This design comes from an exercise in tuning for a short achievable clock period and few clock cycles on the open sky130 flow, not from production work. At most, simulation tests tie the RTL to the original design; equivalence was not proved. Power figures rest on the tool's default switching activity, not on a simulated workload.

job 4044:
Design single_cycle_mips, start of the top module:
module single_cycle_mips (
	input  logic                                clk,
	input  logic                                rst_n,
	output mips_pkg::word_t                     ir_addr,
	input  mips_pkg::word_t                     ir,
	input  mips_pkg::word_t                     read_data_mem,
	output logic                                cen,
	output logic                                wen,
	output logic                                oen,
	output logic [mips_pkg::dmem_addr_w-1:0]    a,
	output mips_pkg::word_t                     data_to_mem
);
==> flow/config.mk <==
export PLATFORM = sky130hd
export DESIGN_NAME = single_cycle_mips
export DESIGN_NICKNAME = single_cycle_mips
export VERILOG_FILES = /design/flow/design.v
export SDC_FILE = /design/flow/constraint.sdc
export NUM_CORES = 8
export LEC_CHECK = 0
export CAP_MARGIN = 40
export CORE_MARGIN = 2
export CORE_UTILIZATION = 52
export SETUP_SLACK_MARGIN = 5
export SLEW_MARGIN = 40
export SYNTH_HIERARCHICAL = 1
export SYNTH_MINIMUM_KEEP_SIZE = 0
export TNS_END_PERCENT = 100
==> flow/constraint.sdc <==
create_clock -name core_clock -period 8.0 [get_ports {clk}]
set_input_delay 1.6000 -clock core_clock [delete_from_list [all_inputs] [get_ports {clk}]]
set_output_delay 1.6000 -clock core_clock [all_outputs]
set_load 0.01 [all_outputs]
run.sh (not shown) runs the stock make flow with config.mk's settings and CLKGATE_MAP_FILE= SYNTH_SCRIPT=/design/flow/synth_recipe.tcl, a recipe that flattens the netlist after the stock synthesis.
The following lists how job 2946 was set up differently from job 4044:
- changing TNS_END_PERCENT from 100 to 0
## What came out
Job 2946 vs. job 4044: layout buffer count excluding clock buffers shows a reduction of about 40%, clock-pin transition on the worst setup and hold timing paths comparable, overall global routing resource usage lost 2.6 points.
Input changes introduced in job 5167 (baseline for comparison: job 2946):
- changing TNS_END_PERCENT from 0 to 5
Notes after the runs:
Job 5167 ended with every stage complete and zero timing, DRC or antenna violations.
Total power draw up 86 uW in job 5167 wrt job 2946
Headroom to the max-slew limit (higher): job 2946
Final clock period utilization by the worst path is higher on job 2946
On worst hold slack, job 2946 tracks job 5167 almost exactly.
From job 2946 to job 5167 the numbers moved as follows: fraction of area in registers now sits higher, shortest clock period the worst path allows after layout saw a decrease, wire length of the first global-routing pass saw an increase, cell area after technology mapping was more or less identical.
The beginning of the critical path comes out d_rt_oh[8] in one run and d_rt_oh[2] in the other, namely in job 5167 and job 2946 respectively.
No run of this note included a check of the RTL's function; only the layout flow was run.

---

single_cycle_mips, a different RTL version from the one above (not shown whole).
Size in the first run: ~9000 cells after synthesis, about 140 I/O pins, roughly 96000 µm² of cells after synthesis.
Settings: LEC_CHECK=0, CAP_MARGIN=40, CORE_MARGIN=2, CORE_UTILIZATION=52, SETUP_SLACK_MARGIN=5, SLEW_MARGIN=40, SYNTH_HIERARCHICAL=1, SYNTH_MINIMUM_KEEP_SIZE=0, TNS_END_PERCENT=20; clock period 8.0 ns.
The starting point finished with timing, DRC and antenna clean.
Change:
- TNS_END_PERCENT: 20 -> 5
Non-clock buffer count is lower by 233. Via count drops by a few percent. Synthesized cell count is unchanged. Hold slack stays flat.
Function was not checked in any run of this note: the RTL went through the layout flow alone.

---

single_cycle_mips, a different RTL version from the one above (not shown whole).
Size: about 9000 cells after synthesis, ~140 I/O pins.
clock: 8.0 ns
lec_check: 0
cap_margin: 40
core_margin: 2
core_utilization: 58
setup_slack_margin: 5
slew_margin: 40
synth_hierarchical: 1
synth_minimum_keep_size: 0
tns_end_percent: 5
The first run completed with no timing, DRC or antenna violations.
==> next run, changes <==
CORE_UTILIZATION = 45   (was 58)
Via count goes down by 1.6%.
Design area went up by 0.75%.
Sequential cell count is unchanged.
Area after synthesis does not change.
Sequential power stays flat.
Count of clock-buffer cells in the layout is lower by 4.
Clock power is higher by 5.0%.
Combinational power rises by about 0.6%.
Worst setup slack gets better by 0.030 ns.
Synthesized cell count stays the same.
==> next run, changes <==
==> flow/flow/run.sh (new file) <==
#!/bin/bash
# The standard layout, with one change after synthesis: the port buffers are
# sky130_fd_sc_hd__buf_4 (not the buffer the placer picks by itself). Each
# step's output goes to a log file of its own here.
set -euo pipefail
bash standard.sh synth > flow_synth.log 2>&1
bash standard.sh "BUFFER_PORTS_ARGS=-buffer_cell sky130_fd_sc_hd__buf_4" finish > flow_layout.log 2>&1
==> flow/standard.sh (new file) <==
#!/bin/bash
# synth_recipe.tcl (not shown) runs the flow's synth.tcl, then flattens the netlist and writes it again
# the make line also repeats each setting of config.mk as NAME=value (left out here)
make -C /OpenROAD-flow-scripts/flow DESIGN_CONFIG=/design/flow/config.mk WORK_HOME=/design/flow/orfs CLKGATE_MAP_FILE= SYNTH_SCRIPT=/design/flow/synth_recipe.tcl "${@:-finish}"
CORE_UTILIZATION = 52   (was 45)
removed: flow/run.sh
The new run completed with no timing, DRC or antenna violations.
Routed wire length falls by 1.7%.
Combinational power falls by 5.7%.
Worst hold slack hardly moves.
Via count falls by 0.68%.
Worst setup slack is worse by 0.089 ns.
Clock-buffer cell count falls by 6.
Non-clock buffer count falls by 77.
==> next run, changes <==
==> flow/run.sh (new file) <==
#!/bin/bash
# synth_recipe.tcl (not shown) runs the flow's synth.tcl, then flattens the netlist and writes it again
# the make line also repeats each setting of config.mk as NAME=value (left out here)
make -C /OpenROAD-flow-scripts/flow DESIGN_CONFIG=/design/flow/config.mk WORK_HOME=/design/flow/orfs CLKGATE_MAP_FILE= SYNTH_SCRIPT=/design/flow/synth_recipe.tcl finish
removed: flow/flow/run.sh
removed: flow/standard.sh
Global-route usage goes up by 2.1 points.
Total power goes up by about 2.4%.
Wire length goes up by 3.7%.
Via count goes up by about 1.6%.
Function was not checked in any run of this note: the RTL went through the layout flow alone.

---

Setup of run 1:
single_cycle_mips, a different RTL version from the one above (not shown whole).
Size: about 97000 µm² of cells after synthesis.
## single_cycle_mips
module single_cycle_mips (
	input  logic                                clk,
	input  logic                                rst_n,
	output mips_pkg::word_t                     ir_addr,
	input  mips_pkg::word_t                     ir,
	input  mips_pkg::word_t                     read_data_mem,
	output logic                                cen,
	output logic                                wen,
	output logic                                oen,
	output logic [mips_pkg::dmem_addr_w-1:0]    a,
	output mips_pkg::word_t                     data_to_mem
);
==> flow/config.mk <==
export PLATFORM = sky130hd
export DESIGN_NAME = single_cycle_mips
export DESIGN_NICKNAME = single_cycle_mips
export VERILOG_FILES = /design/flow/design.v
export SDC_FILE = /design/flow/constraint.sdc
export NUM_CORES = 8
export LEC_CHECK = 0
export CAP_MARGIN = 40
export CORE_MARGIN = 2
export CORE_UTILIZATION = 52
export PLACE_DENSITY = 0.7
export SETUP_SLACK_MARGIN = 5
export SLEW_MARGIN = 40
export SYNTH_HIERARCHICAL = 1
export SYNTH_MINIMUM_KEEP_SIZE = 0
export TNS_END_PERCENT = 5
==> flow/constraint.sdc <==
create_clock -name core_clock -period 8.0 [get_ports {clk}]
set_input_delay 1.6000 -clock core_clock [delete_from_list [all_inputs] [get_ports {clk}]]
set_output_delay 1.6000 -clock core_clock [all_outputs]
set_load 0.01 [all_outputs]
Stock flow here: none of the scripts above is used.
Testbench counts of run 1, summed over its fixed seeds: cycles 84,597.
[inputs] run 2 vs run 1
Settings: GPL_ROUTABILITY_DRIVEN now 0, previously not set; PLACE_DENSITY no longer set, was 0.7.
--- outcome ---
On run 2: non-clock buffer count is 8 higher than what run 1 gave.
The capture point of the critical path comes out u_pc.pc[2]$_DFF_PN0_ in one run and x_wdata[10]$_DFF_PN0_ in the other, namely in run 1 and run 2 respectively.
Final routed wire length divided by cell count: run 1 vs run 2 — no meaningful difference
For the proportion of total power due to net switching, run 2 came in 0.36 points higher than run 1 did.
Global-route wire length before repair delta for run 2 relative to run 1: about 1.1% lower
Status: multi-input combinational cell area parity (run 1, run 2)
Going from run 1 to run 2, share of cells above drive strength 1 increased by 0.75 points relative to the old numbers; fraction of power consumed by the clock network increased by 0.2 points relative to the old numbers.
The worst hold slack after final layout in run 2 was higher than what run 1 gave.
Looking at run 1 and run 2, the non-clock inverter instance count of the final layout is a wash.
Lower pre-CTS worst setup slack was reported by run 2, not run 1.

## port drivers added, routing unchanged
Ports are ideal in the flow. The routed layouts listed here were re-timed in OpenROAD.
Step 1: set_driving_cell puts a clkbuf_16 on clk and a buf_2 on each other input, an assumption about the parent block.
Step 2 adds t to the input delays and takes it off the output delays; t is the mean of the earliest and latest rising clock arrival at the registers after step 1. Input paths then give back, and output paths get back, about the clock's delay inside the block.
Three values: ideal ports, drivers, drivers and shift; two values: the first two.
| run | t, ns | setup WS [ns] | pins driven straight from the clock port |
|---|---|---|---|
| job 4044 | 0.960 | 3.963 / 3.963 / 3.600 | 1 |
| job 2946 | 0.948 | 3.801 / 3.801 / 3.155 | 1 |
| job 5167 | 0.936 | 3.886 / 3.746 / 3.160 | 1 |
| the first run of note 2 | 0.928 | 4.099 / 3.831 / 3.225 | 1 |
| the second run of note 2 | 0.950 | 3.979 / 3.979 / 3.246 | 1 |
| the first run of note 3 | 0.933 | 4.054 / 4.054 / 3.357 | 1 |
| the second run of note 3 | 0.955 | 4.084 / 4.046 / 3.194 | 1 |
| the third run of note 3 | 0.947 | 3.995 / 3.995 / 3.250 | 1 |
| the fourth run of note 3 | 0.948 | 4.053 / 4.053 / 3.389 | 1 |
| run 1 | 0.929 | 4.043 / 3.926 / 3.199 | 1 |
| run 2 | 0.927 | 4.101 / 3.996 / 3.346 | 1 |
After both steps every run listed still meets setup and hold. For the second run of note 3, which loses most, drivers alone change the setup slack by -0.038 ns; drivers and shift together by -0.890 ns.
